Context: an optimization exercise on an open-source flow, tuned for small area, a short achievable clock period and few clock cycles. The choices shown serve that exercise and are no tape-out recipe.

Design nc_cpu_top, start of the top module:
module nc_cpu_top #(
    parameter logic [7:0]  RESET_BANK      = 8'h01,
    parameter logic [15:0] RESET_OFFSET    = 16'h8000,
    parameter logic [7:0]  RESET_DATA_BANK = 8'h00
) (
    input  logic        clk,
    input  logic        reset_n,
    output logic        mem_valid,
    output logic        mem_we,
    output logic [23:0] mem_addr,
    output logic [15:0] mem_wdata,
    input  logic        mem_ready,
    input  logic [15:0] mem_rdata,
    output logic        halted
);
Size in the first run: roughly 2,200 cells after synthesis, about 250 flip-flops, about 20,000 um2 of cells after synthesis.
==> module nc_cpu_top, before the edit <==
module nc_cpu_top #(
    parameter logic [7:0]  RESET_BANK      = 8'h01,
    parameter logic [15:0] RESET_OFFSET    = 16'h8000,
    parameter logic [7:0]  RESET_DATA_BANK = 8'h00
) (
    input  logic        clk,
    input  logic        reset_n,
    output logic        mem_valid,
    output logic        mem_we,
    output logic [23:0] mem_addr,
    output logic [15:0] mem_wdata,
    input  logic        mem_ready,
    input  logic [15:0] mem_rdata,
    output logic        halted
);
    logic [15:0] regs [8];
    logic        fz, fn, fc, fv;
    logic [7:0]  dbr;
    logic [15:0] ir;        
    logic        iv;        
    logic        run;       
    logic [15:0] fa;        
    logic        mph;       
    logic [15:0] mx, my;    
    logic        sv;
    logic [2:0]  sa, sd;
    logic        d_mem, d_st, d_halt, d_mul, d_fwd;
    logic [3:0]  op, nop;
    assign nop  = mem_rdata[15:12];
    logic [2:0]  rd, rs, fnc;
    logic [15:0] simm;
    assign op   = ir[15:12];
    assign rd   = ir[11:9];
    assign rs   = ir[8:6];
    assign fnc  = ir[2:0];
    assign simm = {{7{ir[8]}}, ir[8:0]};
    logic is_jmpi, is_jmp, is_br, is_ld;
    assign is_jmpi = (op == 4'hA);
    assign is_jmp  = (op == 4'hB);
    assign is_br   = (op == 4'hC);
    assign is_ld   = d_mem && !d_st;
    logic [15:0] a_val, b_val;
    logic cond;
    always_comb begin
        case (rd)
            3'd0: cond =  fz;
            3'd1: cond = !fz;
            3'd2: cond =  fc;
            3'd3: cond = !fc;
            3'd4: cond =  fn;
            3'd5: cond = !fn;
            3'd6: cond =  fv;
            default: cond = !fv;
        endcase
    end
    logic        redir, dacc, hlt, mul0, fetching;
    logic [6:0]  page;
    logic [15:0] target, cur;
    assign page   = (fa[8:1] == 8'd0) ? fa[15:9] - 7'd1 : fa[15:9];
    assign redir  = iv && (is_jmpi || is_jmp || (is_br && cond));
    assign target = is_jmpi ? {page, ir[8:0]} : is_jmp ? a_val : fa + simm;
    assign cur    = redir ? target : fa;
    assign dacc     = iv && d_mem;
    assign hlt      = iv && d_halt;
    assign mul0     = iv && d_mul && !mph;
    assign fetching = run && !dacc && !hlt && !mul0;
    assign halted    = hlt;
    assign mem_valid = run && !hlt && !mul0;
    assign mem_we    = dacc && d_st;
    assign mem_addr  = dacc ? {dbr, a_val} : {RESET_BANK, cur};
    assign mem_wdata = b_val;
    logic        sub, cin;
    logic [16:0] sum;
    logic [15:0] bx, mhi, res;
    logic        carry, ovf, z_sum;
    assign sub   = (op == 4'h3) || (op == 4'h7);
    assign cin   = sub;
    assign bx    = sub ? ~b_val : b_val;
    assign sum   = {1'b0, a_val} + {1'b0, bx} + {16'd0, cin};
    assign carry = sum[16] ^ sub;
    assign ovf   = (a_val[15] == bx[15]) && (sum[15] != a_val[15]);
    assign z_sum = &(~((a_val ^ bx) ^ {a_val[14:0] | bx[14:0], cin}));
    logic [15:0] mx_d, my_d;
    logic        mz;
    mul_cs i_mul (.a(a_val), .b(b_val), .x(mx_d), .y(my_d));
    assign mhi = mx + my;
    assign mz  = &(~(mx ^ my ^ {mx[14:0] | my[14:0], 1'b0}));
    logic wr, set_zn, set_cv, dbr_wr, zr;
    always_comb begin
        res    = sum[15:0];
        zr     = z_sum;
        wr     = 1'b0;
        set_cv = 1'b0;
        dbr_wr = 1'b0;
        case (op)
            4'h1: begin
                res = (fnc == 3'd3) ? {8'h00, dbr} : a_val;
                zr  = (fnc == 3'd3) ? (dbr == 8'd0) : (a_val == 16'd0);
                wr  = (fnc == 3'd0) || (fnc == 3'd3);
                dbr_wr = (fnc == 3'd2);
            end
            4'h2, 4'h3: begin wr = 1'b1; set_cv = 1'b1; end
            4'h7:       set_cv = 1'b1;
            4'h4: begin res = a_val & b_val; zr = (res == 16'd0); wr = 1'b1; end
            4'h5: begin res = a_val | b_val; zr = (res == 16'd0); wr = 1'b1; end
            4'h6: begin res = a_val ^ b_val; zr = (res == 16'd0); wr = 1'b1; end
            4'h8: begin res = simm; zr = (ir[8:0] == 9'd0); wr = 1'b1; end
            4'h9: begin res = mhi; zr = mz; wr = 1'b1; end
            4'hD: begin
                res = d_fwd ? b_val : mem_rdata;
                zr  = d_fwd ? (b_val == 16'd0) : (mem_rdata == 16'd0);
                wr  = 1'b1;
            end
            default: ;
        endcase
        set_zn = wr || (op == 4'h7) || is_ld;
    end
    logic ex_alu, ex_ld, wen;
    assign ex_alu = iv && !d_mem && !mul0;
    assign ex_ld  = iv && is_ld && mem_ready;
    assign wen    = (ex_alu && wr) || ex_ld;
    logic st_kill, alu_kill, fwd_hit;
    assign alu_kill = ex_alu && ((wr && (rd == sa || rd == sd)) || dbr_wr);
    assign st_kill  = alu_kill || (ex_ld && (rd == sa || rd == sd));
    assign fwd_hit  = (nop == 4'hD) && sv && !alu_kill && (mem_rdata[8:6] == sa);
    always_ff @(posedge clk or negedge reset_n) begin
        if (!reset_n) begin
            for (int i = 0; i < 8; i++)
                regs[i] <= '0;
            {fz, fn, fc, fv} <= 4'h0;
            dbr <= RESET_DATA_BANK;
            sv  <= 1'b0;
            sa  <= 3'd0;
            sd  <= 3'd0;
        end else begin
            if (wen)
                regs[rd] <= res;
            if ((ex_alu && set_zn) || ex_ld) begin
                fz <= zr;
                fn <= res[15];
            end
            if (ex_alu && set_cv) begin
                fc <= carry;
                fv <= ovf;
            end
            if (ex_alu && dbr_wr)
                dbr <= a_val[7:0];
            if (iv && d_st) begin
                sv <= 1'b1;
                sa <= rs;
                sd <= rd;
            end else if (st_kill) begin
                sv <= 1'b0;
            end
        end
    end
    always_ff @(posedge clk or negedge reset_n) begin
        if (!reset_n) begin
            run <= 1'b0;
            iv  <= 1'b0;
            mph <= 1'b0;
            fa  <= RESET_OFFSET;
        end else begin
            run <= 1'b1;
            mph <= mul0;
            if (fetching) begin
                iv <= mem_ready;
                fa <= mem_ready ? cur + 16'd2 : cur;
            end else if (dacc && mem_ready) begin
                iv <= 1'b0;
            end
        end
    end
    logic [2:0]  na, nb;
    logic        haz_a, haz_b;
    assign na    = mem_rdata[8:6];
    assign nb    = (nop == 4'hE) ? mem_rdata[11:9] : (nop == 4'hD) ? sd : mem_rdata[5:3];
    assign haz_a = ex_alu && wr && (rd == na);
    assign haz_b = ex_alu && wr && (rd == nb);
    always_ff @(posedge clk) begin
        if (fetching && mem_ready) begin
            a_val <= haz_a ? res : regs[na];
            b_val <= haz_b ? res : regs[nb];
        end
    end
    always_ff @(posedge clk) begin
        mx <= mx_d;
        my <= my_d;
        if (fetching && mem_ready) begin
            ir     <= mem_rdata;
            d_mem  <= (nop == 4'hE) || ((nop == 4'hD) && !fwd_hit);
            d_fwd  <= fwd_hit;
            d_st   <= (nop == 4'hE);
            d_halt <= (nop == 4'hF) && (mem_rdata[2:0] == 3'd6);
            d_mul  <= (nop == 4'h9);
        end
    end
endmodule
Settings: LEC_CHECK=0, CAP_MARGIN=20, CORE_MARGIN=2, CORE_UTILIZATION=40, PLACE_DENSITY=0.6, SLEW_MARGIN=20; clock period 11.0 ns.
standard.sh (not shown) runs the stock make flow with config.mk's settings and CLKGATE_MAP_FILE= SYNTH_SCRIPT=/design/flow/synth_recipe.tcl, a recipe that flattens the netlist after the stock synthesis.
==> flow/flow/run.sh <==
#!/bin/bash
set -euo pipefail
MARGIN=$(cat flow/margin.txt)
bash standard.sh SETUP_SLACK_MARGIN=$MARGIN finish > flow_make.log 2>&1
==> flow/flow/margin.txt <==
6.3
==> next run, changes <==
--- a/flow/design.v
+++ b/flow/design.v
@@ -294,7 +294,8 @@
     input  logic [15:0] mem_rdata,
     output logic        halted
 );
-    logic [15:0] regs [8];
+    logic [15:0] regs [8];   
+    logic [7:0]  rv;         
     logic        fz, fn, fc, fv;
     logic [7:0]  dbr;
     logic [15:0] ir;        
@@ -306,6 +307,8 @@
     logic        sv;
     logic [2:0]  sa, sd;
     logic        d_mem, d_st, d_halt, d_mul, d_fwd;
+    logic        d_uj;          
+    logic [7:0]  d_bc;          
     logic [3:0]  op, nop;
     assign nop  = mem_rdata[15:12];
     logic [2:0]  rd, rs, fnc;
@@ -314,33 +317,23 @@
     assign rd   = ir[11:9];
     assign rs   = ir[8:6];
     assign fnc  = ir[2:0];
-    assign simm = {{7{ir[8]}}, ir[8:0]};
-    logic is_jmpi, is_jmp, is_br, is_ld;
-    assign is_jmpi = (op == 4'hA);
+    assign simm = {{7{ir[8]}}, ir[8:0]};    
+    logic is_jmp, is_ld;
     assign is_jmp  = (op == 4'hB);
-    assign is_br   = (op == 4'hC);
     assign is_ld   = d_mem && !d_st;
     logic [15:0] a_val, b_val;
-    logic cond;
-    always_comb begin
-        case (rd)
-            3'd0: cond =  fz;
-            3'd1: cond = !fz;
-            3'd2: cond =  fc;
-            3'd3: cond = !fc;
-            3'd4: cond =  fn;
-            3'd5: cond = !fn;
-            3'd6: cond =  fv;
-            default: cond = !fv;
-        endcase
-    end
+    logic taken;
+    assign taken = d_uj || (d_bc[0] &&  fz) || (d_bc[1] && !fz)
+                        || (d_bc[2] &&  fc) || (d_bc[3] && !fc)
+                        || (d_bc[4] &&  fn) || (d_bc[5] && !fn)
+                        || (d_bc[6] &&  fv) || (d_bc[7] && !fv);
     logic        redir, dacc, hlt, mul0, fetching;
-    logic [6:0]  page;
-    logic [15:0] target, cur;
-    assign page   = (fa[8:1] == 8'd0) ? fa[15:9] - 7'd1 : fa[15:9];
-    assign redir  = iv && (is_jmpi || is_jmp || (is_br && cond));
-    assign target = is_jmpi ? {page, ir[8:0]} : is_jmp ? a_val : fa + simm;
-    assign cur    = redir ? target : fa;
+    logic [15:0] target, cur, fa_next;
+    logic [15:0] tgt;       
+    assign redir   = iv && taken;
+    assign target  = is_jmp ? a_val : tgt;
+    assign cur     = redir ? target : fa;
+    assign fa_next = cur + 16'd2;
     assign dacc     = iv && d_mem;
     assign hlt      = iv && d_halt;
     assign mul0     = iv && d_mul && !mph;
@@ -406,8 +399,7 @@
     assign fwd_hit  = (nop == 4'hD) && sv && !alu_kill && (mem_rdata[8:6] == sa);
     always_ff @(posedge clk or negedge reset_n) begin
         if (!reset_n) begin
-            for (int i = 0; i < 8; i++)
-                regs[i] <= '0;
+            rv <= 8'h00;
             {fz, fn, fc, fv} <= 4'h0;
             dbr <= RESET_DATA_BANK;
             sv  <= 1'b0;
@@ -415,7 +407,7 @@
             sd  <= 3'd0;
         end else begin
             if (wen)
-                regs[rd] <= res;
+                rv[rd] <= 1'b1;
             if ((ex_alu && set_zn) || ex_ld) begin
                 fz <= zr;
                 fn <= res[15];
@@ -446,22 +438,27 @@
             mph <= mul0;
             if (fetching) begin
                 iv <= mem_ready;
-                fa <= mem_ready ? cur + 16'd2 : cur;
+                fa <= mem_ready ? fa_next : cur;
             end else if (dacc && mem_ready) begin
                 iv <= 1'b0;
             end
         end
     end
     logic [2:0]  na, nb;
+    logic [15:0] simm2;     
+    assign simm2 = {{7{mem_rdata[8]}}, mem_rdata[8:0]} + 16'd2;
     logic        haz_a, haz_b;
     assign na    = mem_rdata[8:6];
     assign nb    = (nop == 4'hE) ? mem_rdata[11:9] : (nop == 4'hD) ? sd : mem_rdata[5:3];
     assign haz_a = ex_alu && wr && (rd == na);
     assign haz_b = ex_alu && wr && (rd == nb);
     always_ff @(posedge clk) begin
+        if (wen)
+            regs[rd] <= res;
         if (fetching && mem_ready) begin
-            a_val <= haz_a ? res : regs[na];
-            b_val <= haz_b ? res : regs[nb];
+            a_val <= haz_a ? res : (regs[na] & {16{rv[na]}});
+            tgt   <= (nop == 4'hA) ? {cur[15:9], mem_rdata[8:0]} : cur + simm2;
+            b_val <= haz_b ? res : (regs[nb] & {16{rv[nb]}});
         end
     end
     always_ff @(posedge clk) begin
@@ -474,6 +471,9 @@
             d_st   <= (nop == 4'hE);
             d_halt <= (nop == 4'hF) && (mem_rdata[2:0] == 3'd6);
             d_mul  <= (nop == 4'h9);
+            d_uj   <= (nop == 4'hA) || (nop == 4'hB);
+            for (int i = 0; i < 8; i++)
+                d_bc[i] <= (nop == 4'hC) && (mem_rdata[11:9] == i[2:0]);
         end
     end
 endmodule
After rerunning: Worst hold slack degrades by 18 ps. Via count shrinks by 6.4%. Setup slack improved by 820 ps. Non-clock buffer count falls by 46. Register-to-register slack stays flat. Die area is higher by 1.8%.
No run of this note included a check of the RTL's function; only the layout flow was run.

afterwards: timing with drivers on the ports:
How much do the figures lean on ideal ports? The routed layouts below were timed once more, with nothing changed but the port constraints. Step 1, drivers: a clkbuf_16 drives clk and a buf_2 each remaining input, both assumed. Step 2 adds t to the input delays and takes it off the output delays; t is the mean of the earliest and latest rising clock arrival at the registers after step 1. Input paths then give back, and output paths get back, about the clock's delay inside the block. Three values: no drivers, after step 1, after step 2; two values: the first two.
| run | t, ns | setup slack, ns | clock arrival spread, ns | worst register clock-pin slew, ns | pins driven straight from the clock port |
|---|---|---|---|---|---|
| the first run | 0.640 | 5.406 / 5.347 / 5.796 | 0.051 / 0.050 | 0.07 / 0.07 | 1 |
| the second run | 0.605 | 6.228 / 6.169 / 5.779 | 0.023 / 0.023 | 0.06 / 0.06 | 1 |
After both steps setup and hold are still met in every run listed. For the second run, which loses most, drivers alone change the setup slack by -0.059 ns; drivers and shift together by -0.449 ns.
